What follows belongs to an exercise in optimizing a design on an open flow for a short achievable clock period and few clock cycles; a production flow would make more cautious choices. Function was checked by simulation only, so behaviour that the tests miss may differ from the original.

### design/flow/run.sh
#!/bin/bash
# synth_recipe.tcl (not shown) runs the flow's synth.tcl, then flattens the netlist and writes it again
# the make line also repeats each setting of config.mk as NAME=value (left out here)
make -C /OpenROAD-flow-scripts/flow DESIGN_CONFIG=/design/flow/config.mk WORK_HOME=/design/flow/orfs CLKGATE_MAP_FILE= SYNTH_SCRIPT=/design/flow/synth_recipe.tcl finish
### design/flow/config.mk
export PLATFORM = sky130hd
export DESIGN_NAME = attn_top
export DESIGN_NICKNAME = attn_top
export VERILOG_FILES = /design/flow/design.v
export SDC_FILE = /design/flow/constraint.sdc
export NUM_CORES = 4
export LEC_CHECK = 0
export CAP_MARGIN = 20
export CORE_MARGIN = 2
export CORE_UTILIZATION = 40
export SLEW_MARGIN = 20
### design/flow/constraint.sdc
create_clock -name core_clock -period 16.0 [get_ports {clk}]
set_input_delay 3.2000 -clock core_clock [delete_from_list [all_inputs] [get_ports {clk}]]
set_output_delay 3.2000 -clock core_clock [all_outputs]
set_load 0.01 [all_outputs]
### design/flow/design.v
package attn_types_pkg;
  typedef logic [32-1:0] word_t;   
  typedef logic [16-1:0] dim_t;          
  typedef enum logic [2:0] {
    IDLE,
    READ_DIMS,      
    CAPTURE_DIMS,   
    RUN_JOB,        
    WAIT_JOB        
  } phase_t;
  typedef enum logic [1:0] {
    PROJECT,   
    SCORE,     
    COPY       
  } job_kind_t;
endpackage
package attn_mem_pkg;
  typedef logic [16-1:0] sram_addr_t;
  localparam sram_addr_t DIMS_ADDR = 16'd0;
  localparam sram_addr_t WEIGHT_BASE = 16'd1;
endpackage
`timescale 1ns/1ns
module attn_ctrl (
  input  logic clk,
  input  logic reset_n,
  input  logic dut_valid,
  output logic dut_ready,
  input  attn_types_pkg::word_t input_read_data,
  input  attn_types_pkg::word_t weight_read_data,
  output logic start,
  output attn_types_pkg::job_kind_t job_kind,
  output attn_mem_pkg::sram_addr_t job_a_base,     
  output attn_mem_pkg::sram_addr_t job_b_base,     
  output attn_mem_pkg::sram_addr_t job_dst_base,   
  output attn_types_pkg::dim_t job_n_rows,
  output attn_types_pkg::dim_t job_n_cols,
  output attn_types_pkg::dim_t job_n_inner,
  input  logic done                                
);
  localparam logic [2:0] JOB_Q = 3'd0;
  localparam logic [2:0] JOB_K = 3'd1;
  localparam logic [2:0] JOB_V = 3'd2;
  localparam logic [2:0] JOB_COPY = 3'd3;
  localparam logic [2:0] JOB_S = 3'd4;
  attn_types_pkg::phase_t phase;
  logic [2:0] job_idx;
  attn_types_pkg::dim_t n_dim;   
  attn_types_pkg::dim_t d_dim;   
  attn_types_pkg::dim_t e_dim;   
  attn_mem_pkg::sram_addr_t ne_size;
  attn_mem_pkg::sram_addr_t de_size;
  assign dut_ready = (phase == attn_types_pkg::IDLE);
  assign start = (phase == attn_types_pkg::RUN_JOB);
  assign ne_size = n_dim * e_dim;   
  assign de_size = d_dim * e_dim;   
  always_comb begin
    job_kind = attn_types_pkg::PROJECT;
    job_a_base = attn_mem_pkg::WEIGHT_BASE;   
    job_b_base = attn_mem_pkg::WEIGHT_BASE;
    job_dst_base = '0;
    job_n_rows = n_dim;
    job_n_cols = e_dim;
    job_n_inner = d_dim;
    case (job_idx)
      JOB_Q: job_dst_base = '0;
      JOB_K: begin
        job_b_base = attn_mem_pkg::WEIGHT_BASE + de_size;
        job_dst_base = ne_size;
      end
      JOB_V: begin
        job_b_base = attn_mem_pkg::WEIGHT_BASE + de_size + de_size;
        job_dst_base = ne_size + ne_size;
      end
      JOB_COPY: begin
        job_kind = attn_types_pkg::COPY;
        job_a_base = ne_size;   
        job_dst_base = '0;
      end
      JOB_S: begin
        job_kind = attn_types_pkg::SCORE;
        job_a_base = '0;
        job_b_base = '0;
        job_dst_base = ne_size + ne_size + ne_size;
        job_n_cols = n_dim;
        job_n_inner = e_dim;
      end
      default: job_dst_base = '0;
    endcase
  end
  always_ff @(posedge clk or negedge reset_n) begin
    if (!reset_n) begin
      phase <= attn_types_pkg::IDLE;
      job_idx <= JOB_Q;
      n_dim <= '0;
      d_dim <= '0;
      e_dim <= '0;
    end else begin
      case (phase)
        attn_types_pkg::IDLE: begin
          if (dut_valid) begin
            phase <= attn_types_pkg::READ_DIMS;
            job_idx <= JOB_Q;
          end
        end
        attn_types_pkg::READ_DIMS: phase <= attn_types_pkg::CAPTURE_DIMS;
        attn_types_pkg::CAPTURE_DIMS: begin
          n_dim <= input_read_data[32-1 -: 16];
          d_dim <= input_read_data[16-1:0];
          e_dim <= weight_read_data[16-1:0];   
          phase <= attn_types_pkg::RUN_JOB;
        end
        attn_types_pkg::RUN_JOB: phase <= attn_types_pkg::WAIT_JOB;
        attn_types_pkg::WAIT_JOB: begin
          if (done) begin
            if (job_idx == JOB_S) begin
              phase <= attn_types_pkg::IDLE;
            end else begin
              job_idx <= job_idx + 3'd1;
              phase <= attn_types_pkg::RUN_JOB;
            end
          end
        end
        default: phase <= attn_types_pkg::IDLE;
      endcase
    end
  end
endmodule
`timescale 1ns/1ns
module mac_engine (
  input  logic clk,
  input  logic reset_n,
  input  logic start,
  input  attn_types_pkg::job_kind_t job_kind,
  input  attn_mem_pkg::sram_addr_t job_a_base,
  input  attn_mem_pkg::sram_addr_t job_b_base,
  input  attn_mem_pkg::sram_addr_t job_dst_base,
  input  attn_types_pkg::dim_t job_n_rows,
  input  attn_types_pkg::dim_t job_n_cols,
  input  attn_types_pkg::dim_t job_n_inner,
  output logic done,
  output attn_mem_pkg::sram_addr_t input_read_address,
  input  attn_types_pkg::word_t    input_read_data,
  output attn_mem_pkg::sram_addr_t weight_read_address,
  input  attn_types_pkg::word_t    weight_read_data,
  output attn_mem_pkg::sram_addr_t result_read_address,
  input  attn_types_pkg::word_t    result_read_data,
  output logic                     result_write_enable,
  output attn_mem_pkg::sram_addr_t result_write_address,
  output attn_types_pkg::word_t    result_write_data,
  output attn_mem_pkg::sram_addr_t scratch_read_address,
  input  attn_types_pkg::word_t    scratch_read_data,
  output logic                     scratch_write_enable,
  output attn_mem_pkg::sram_addr_t scratch_write_address,
  output attn_types_pkg::word_t    scratch_write_data
);
  typedef enum logic [2:0] {
    E_IDLE,
    E_ADDR,      
    E_ACC,       
    E_WRITE,     
    E_COPY_RD,
    E_COPY_WR
  } engine_state_t;
  engine_state_t state;
  attn_types_pkg::dim_t row_cnt;
  attn_types_pkg::dim_t col_cnt;
  attn_types_pkg::dim_t k_cnt;
  attn_mem_pkg::sram_addr_t copy_idx;
  attn_types_pkg::word_t acc;
  attn_types_pkg::word_t product;
  logic done_r;
  logic is_project;
  attn_types_pkg::dim_t last_row;
  attn_types_pkg::dim_t last_col;
  attn_types_pkg::dim_t last_inner;
  attn_mem_pkg::sram_addr_t copy_last;
  attn_mem_pkg::sram_addr_t a_addr;
  attn_mem_pkg::sram_addr_t b_addr;
  attn_mem_pkg::sram_addr_t dst_addr;
  assign done = done_r;
  assign is_project = (job_kind == attn_types_pkg::PROJECT);
  assign last_row = job_n_rows - 16'd1;
  assign last_col = job_n_cols - 16'd1;
  assign last_inner = job_n_inner - 16'd1;
  assign copy_last = job_n_rows * job_n_cols - 16'd1;
  assign a_addr = job_a_base + row_cnt * job_n_inner + k_cnt;
  assign b_addr = job_b_base + col_cnt * job_n_inner + k_cnt;
  assign dst_addr = job_dst_base + row_cnt * job_n_cols + col_cnt;
  assign product = is_project ? input_read_data * weight_read_data
                              : result_read_data * scratch_read_data;
  always_comb begin
    input_read_address = attn_mem_pkg::DIMS_ADDR;
    weight_read_address = attn_mem_pkg::DIMS_ADDR;
    result_read_address = attn_mem_pkg::DIMS_ADDR;
    scratch_read_address = attn_mem_pkg::DIMS_ADDR;
    result_write_enable = 1'b0;
    result_write_address = '0;
    result_write_data = '0;
    scratch_write_enable = 1'b0;
    scratch_write_address = '0;
    scratch_write_data = '0;
    case (state)
      E_ADDR: begin
        if (is_project) begin
          input_read_address = a_addr;
          weight_read_address = b_addr;
        end else begin
          result_read_address = a_addr;   
          scratch_read_address = b_addr;  
        end
      end
      E_WRITE: begin
        result_write_enable = 1'b1;
        result_write_address = dst_addr;
        result_write_data = acc;
      end
      E_COPY_RD: result_read_address = job_a_base + copy_idx;
      E_COPY_WR: begin
        scratch_write_enable = 1'b1;
        scratch_write_address = job_dst_base + copy_idx;
        scratch_write_data = result_read_data;
      end
      default: ;
    endcase
  end
  always_ff @(posedge clk or negedge reset_n) begin
    if (!reset_n) begin
      state <= E_IDLE;
      row_cnt <= '0;
      col_cnt <= '0;
      k_cnt <= '0;
      copy_idx <= '0;
      done_r <= 1'b0;
    end else begin
      done_r <= 1'b0;
      case (state)
        E_IDLE: begin
          if (start) begin
            row_cnt <= '0;
            col_cnt <= '0;
            k_cnt <= '0;
            copy_idx <= '0;
            state <= (job_kind == attn_types_pkg::COPY) ? E_COPY_RD : E_ADDR;
          end
        end
        E_ADDR: state <= E_ACC;
        E_ACC: begin
          k_cnt <= k_cnt + 16'd1;
          state <= (k_cnt == last_inner) ? E_WRITE : E_ADDR;
        end
        E_WRITE: begin
          k_cnt <= '0;
          state <= E_ADDR;
          if (col_cnt == last_col) begin
            col_cnt <= '0;
            if (row_cnt == last_row) begin
              state <= E_IDLE;
              done_r <= 1'b1;
            end else begin
              row_cnt <= row_cnt + 16'd1;
            end
          end else begin
            col_cnt <= col_cnt + 16'd1;
          end
        end
        E_COPY_RD: state <= E_COPY_WR;
        E_COPY_WR: begin
          if (copy_idx == copy_last) begin
            state <= E_IDLE;
            done_r <= 1'b1;
          end else begin
            copy_idx <= copy_idx + 16'd1;
            state <= E_COPY_RD;
          end
        end
        default: state <= E_IDLE;
      endcase
    end
  end
  always_ff @(posedge clk) begin
    if (state == E_ACC) begin
      acc <= acc + product;
    end else if (state == E_WRITE || state == E_IDLE) begin
      acc <= '0;
    end
  end
endmodule
`timescale 1ns/1ns
module attn_top (
  input  logic clk,
  input  logic reset_n,
  input  logic dut_valid,
  output logic dut_ready,
  output logic [16-1:0] sram_input_read_address,
  input  logic [32-1:0] sram_input_read_data,
  output logic [16-1:0] sram_weight_read_address,
  input  logic [32-1:0] sram_weight_read_data,
  output logic [16-1:0] sram_result_read_address,
  input  logic [32-1:0] sram_result_read_data,
  output logic                    sram_result_write_enable,
  output logic [16-1:0] sram_result_write_address,
  output logic [32-1:0] sram_result_write_data,
  output logic [16-1:0] sram_scratchpad_read_address,
  input  logic [32-1:0] sram_scratchpad_read_data,
  output logic                    sram_scratchpad_write_enable,
  output logic [16-1:0] sram_scratchpad_write_address,
  output logic [32-1:0] sram_scratchpad_write_data
);
  logic start;
  attn_types_pkg::job_kind_t job_kind;
  attn_mem_pkg::sram_addr_t job_a_base;
  attn_mem_pkg::sram_addr_t job_b_base;
  attn_mem_pkg::sram_addr_t job_dst_base;
  attn_types_pkg::dim_t job_n_rows;
  attn_types_pkg::dim_t job_n_cols;
  attn_types_pkg::dim_t job_n_inner;
  logic done;
  attn_ctrl u_ctrl (
    .clk              (clk),
    .reset_n          (reset_n),
    .dut_valid        (dut_valid),
    .dut_ready        (dut_ready),
    .input_read_data  (sram_input_read_data),
    .weight_read_data (sram_weight_read_data),
    .start            (start),
    .job_kind         (job_kind),
    .job_a_base       (job_a_base),
    .job_b_base       (job_b_base),
    .job_dst_base     (job_dst_base),
    .job_n_rows       (job_n_rows),
    .job_n_cols       (job_n_cols),
    .job_n_inner      (job_n_inner),
    .done             (done)
  );
  mac_engine u_engine (
    .clk                   (clk),
    .reset_n               (reset_n),
    .start                 (start),
    .job_kind              (job_kind),
    .job_a_base            (job_a_base),
    .job_b_base            (job_b_base),
    .job_dst_base          (job_dst_base),
    .job_n_rows            (job_n_rows),
    .job_n_cols            (job_n_cols),
    .job_n_inner           (job_n_inner),
    .done                  (done),
    .input_read_address    (sram_input_read_address),
    .input_read_data       (sram_input_read_data),
    .weight_read_address   (sram_weight_read_address),
    .weight_read_data      (sram_weight_read_data),
    .result_read_address   (sram_result_read_address),
    .result_read_data      (sram_result_read_data),
    .result_write_enable   (sram_result_write_enable),
    .result_write_address  (sram_result_write_address),
    .result_write_data     (sram_result_write_data),
    .scratch_read_address  (sram_scratchpad_read_address),
    .scratch_read_data     (sram_scratchpad_read_data),
    .scratch_write_enable  (sram_scratchpad_write_enable),
    .scratch_write_address (sram_scratchpad_write_address),
    .scratch_write_data    (sram_scratchpad_write_data)
  );
endmodule
==> key figures <==
Timing
  – Slew @ Worst Pin: ~1200 ps
  – Final hold slack: around 570 ps
  – Final hold violation count: 0
  – Finish-stage setup viols: 0
  – Slew Limit Fails: 0
  – Min cycle time layout: approximately 15,000 ps
  – RSZ-0062 raised after global routing: true
  – Post-route clock period utilization: between 90% and 100%
  – Worst Skew: between 15 and 20 ps
  – Max frequency: 0.06473 GHz
  – Slew margin rel.: 20.16%

Yosys
  – Area of the mapped netlist: 0.07232 sq mm
  – Commonest cells post-synth: inv_1, nand2_1, fa_1, ha_1, and2_1
  – Synth area leader: fa_1
  – Synthesized area per cell: between 8 and 9 sq um
  – Ys async rst share: roughly 79%
  – Syn_nets: around 11k
  – Most frequent cell after synthesis: inv_1
  – Post-synth EDFFs: 32
  – Yosys reg bits: ~150
  – Post-synth top area share: about two fifths
  – Seq/Total Area, Yosys: approximately 5.6%
  – Most common flop cell mapped by yosys: dfrtp_1
  – Post-Syn Instances: just under 9k
  – Leading post-synthesis cells by cell area: fa_1, ha_1, inv_1
  – Unique masters post-synth: ~90
  – Number of synthesis warnings: 2

GRT
  – Global route overflow: 0
  – Largest net degree at the start of global routing: 70
  – Total track usage: 27.04%
  – Initial antenna violation count: 7
  – First-pass GRT wire length: approximately 380 mm
  – Vias in the first global route: about 63k

Placement
  – IO Port Bufs: about 290
  – HPWL after DPL: between 150 and 200 mm
  – Routability Congestion: around 0.96
  – Cells after DPL: approximately 11k
  – Placed inst area: just under 0.08 sq mm

Drt
  – Total wire length: ~240 mm
  – Antenna Nets Post-Route: 0
  – Detailed-route vias per instance: ~5.3
  – DRC errors left: 0
  – Drt first pass iters: 6
  – DR iter-0 viols: around 4.4k
  – Via count: slightly below 60k
  – Post-DR wirelength/cell: approximately 22 um

Final layout
  – Design area: ~0.08 sq mm
  – Nets: roughly 11k
  – Ratio of cells with drive above 1 in the final layout: between 3 and 4%
  – Layout area overhead: 8.675%
  – Non-filler cells, final: 11.15k
  – Area of the multi-input gates: around 0.059 sq mm
  – Register area: 0.004021 sq mm
  – Fillers: 17.94k

Floorplanning
  – IO Pins: ~290
  – Horiz. Die Dim: around 430 um
  – Site Rows: 156
  – Core ar.: between 0.15 and 0.2 sq mm
  – Die Ht: roughly 430 um
  – Initial Utilization: approximately two fifths
  – DIE AREA: between 0.15 and 0.2 sq mm

Worst setup path
  – CP required: about 13,000 ps
  – Worst path slowest cell: dfrtp_1
  – Crit path max fanout: 12
  – Most common cell on crit path: fa_1
  – Setup crit start kind: flop
  – Crit path kind: reg -> out
  – CP endpoint kind: primary output
  – Worst EP arrival: approximately 12,000 ps
  – CP peak stage delay: between 500 and 600 ps

CTS
  – Clk buf depth: 2
  – Reg clk slew, reported paths: 70 ps
  – TritonCTS clock tree: built
  – Total CTS buffers: 17
  – H-tree depth: 4
  – CTS root buf: clkbuf_16
  – Worst skew pair latency: ~520 ps
  – # hold bufs at CTS: 0
  – Sink Count: 154

Worst hold path
  – Hold Crit Class: reg -> reg

Run
  – Max_cap viols: 0

Outcome
  – Outcome: no timing/DRC/antenna violations
cells by family after synthesis:
kind of cell,Yosys count,share of synthesized area (%)
AO/OA/AOI/OAI,630,5.547
XOR/XNOR,596,7.470
adder cells (fa/ha/maj),2036,49.73
buffers and inverters,2373,12.34
flip-flops,154,5.550
multiplexers,81,1.235
AND/OR/NAND/NOR,2840,18.13
worst max-delay path: cells and delay by family (launching register included):
family / cells / cell delay, ps
buffers and inverters: 7 / 1020
adder cells (fa/ha/maj): 13 / 5640
AND/OR/NAND/NOR: 5 / 1210
flip-flops: 1 / 540
AO/OA/AOI/OAI: 6 / 1150
XOR/XNOR: 10 / 2150
routing by layer:
metal | GRT usage (%) | wire [um] | up-vias
met1 | 34.23 | 97100 | 29811
met5 | 0 | 0 | -
met2 | 45.03 | 115800 | 2279
li1 | - | - | 26088
met3 | 4.296 | 17930 | 496
met4 | 13.06 | 13980 | 0
through the flow:
stage	TNS, ps	utilization [%]	setup slack (ps)
2_1_floorplan	0	-	1722
6_report	0	43.63	552.4
3_3_place_gp	0	43.28	584.7
5_1_grt	-7.963	43.62	-7.963
3_5_place_dp	0	43.28	342.9
4_1_cts	0	43.59	89.73
worst paths after layout:
check | startpoint | end | slack, ps | cells past startpoint
worst max register to register | u_ctrl.job_idx[0] | u_engine.copy_idx[4] | 6040 | 24
min in group asynchronous | reset_n | u_ctrl.phase[1] | 2630 | 1
worst max-delay path | u_ctrl.d_dim[6] | sram_scratchpad_read_address[15] | 550 | 41
max in group asynchronous | reset_n | u_engine.state[0] | 11920 | 2
worst min-delay path | u_engine.done_r | u_ctrl.phase[2] | 570 | 2
worst min register to register | u_engine.done_r | u_ctrl.phase[2] | 570 | 2
cell type report:
class                   instances  area share [%]
multi-input cells            6183           75.70
inverters                    1927           9.203
repair buffers                481           5.505
flip-flops and latches        154           5.117
well taps                    2370           3.773
clock buffers                  20          0.5731
clock inverters                12          0.1146
diodes                          5         0.01592
placed cells by master, fill, tap and decap left out, drive strengths merged, types with 59 or more instances in the layout:
master            n
nor3             59
inv            1927
and3            133
nand2          1492
a21oi           191
nor2            337
and2            522
xor2            152
buf             196
clkdlybuf4s50   285
o21ai           147
ha              639
fa             1397
nand3            74
xnor2           431
dfrtp           122
registers in the layout (all words and copies together) (netlist names):
signal and cells:
u_ctrl.phase 3, u_engine.state 3, u_ctrl.e_dim 16, u_engine.k_cnt 16, u_engine.col_cnt 16, u_ctrl.n_dim 16, u_engine.acc 32, u_engine.row_cnt 16
u_ctrl.d_dim 16, u_ctrl.job_idx 3, u_engine.done_r 1, u_engine.copy_idx 16
timing repair:
action                                  in CTS  in global routing
gates resized for setup                      3                 10
pin swaps                                    0                  1
endpoints found under the setup margin       2                  3
buffers inserted                             0                  0
Testbench counts, summed over its fixed seeds: cycles 551,984.

re-timing with driven ports:
The results above use ideal ports. As a check the final layout listed here was re-extracted and re-timed, cells and wires unchanged. Step 1: set_driving_cell puts a clkbuf_16 on clk and a buf_2 on each other input, an assumption about the parent block. Step 2 moves the port delays by t, midway between the first and last clock arrival at a register: inputs arrive t later, outputs are due t later. That takes back most of the time a late clock gives input paths. Slacks: no drivers / after step 1 / after step 2; pairs: no drivers / after step 1.
shift t [ns]: 0.587
setup WS [ns]: 0.552 / 0.477 / 1.064
slew at the worst register clock pin (ns): 0.08 / 0.08
cell pins on the clock port's net: 1
After both steps setup and hold are still met in this run. For this run, drivers alone change the setup slack by -0.075 ns; drivers and shift together by +0.512 ns.
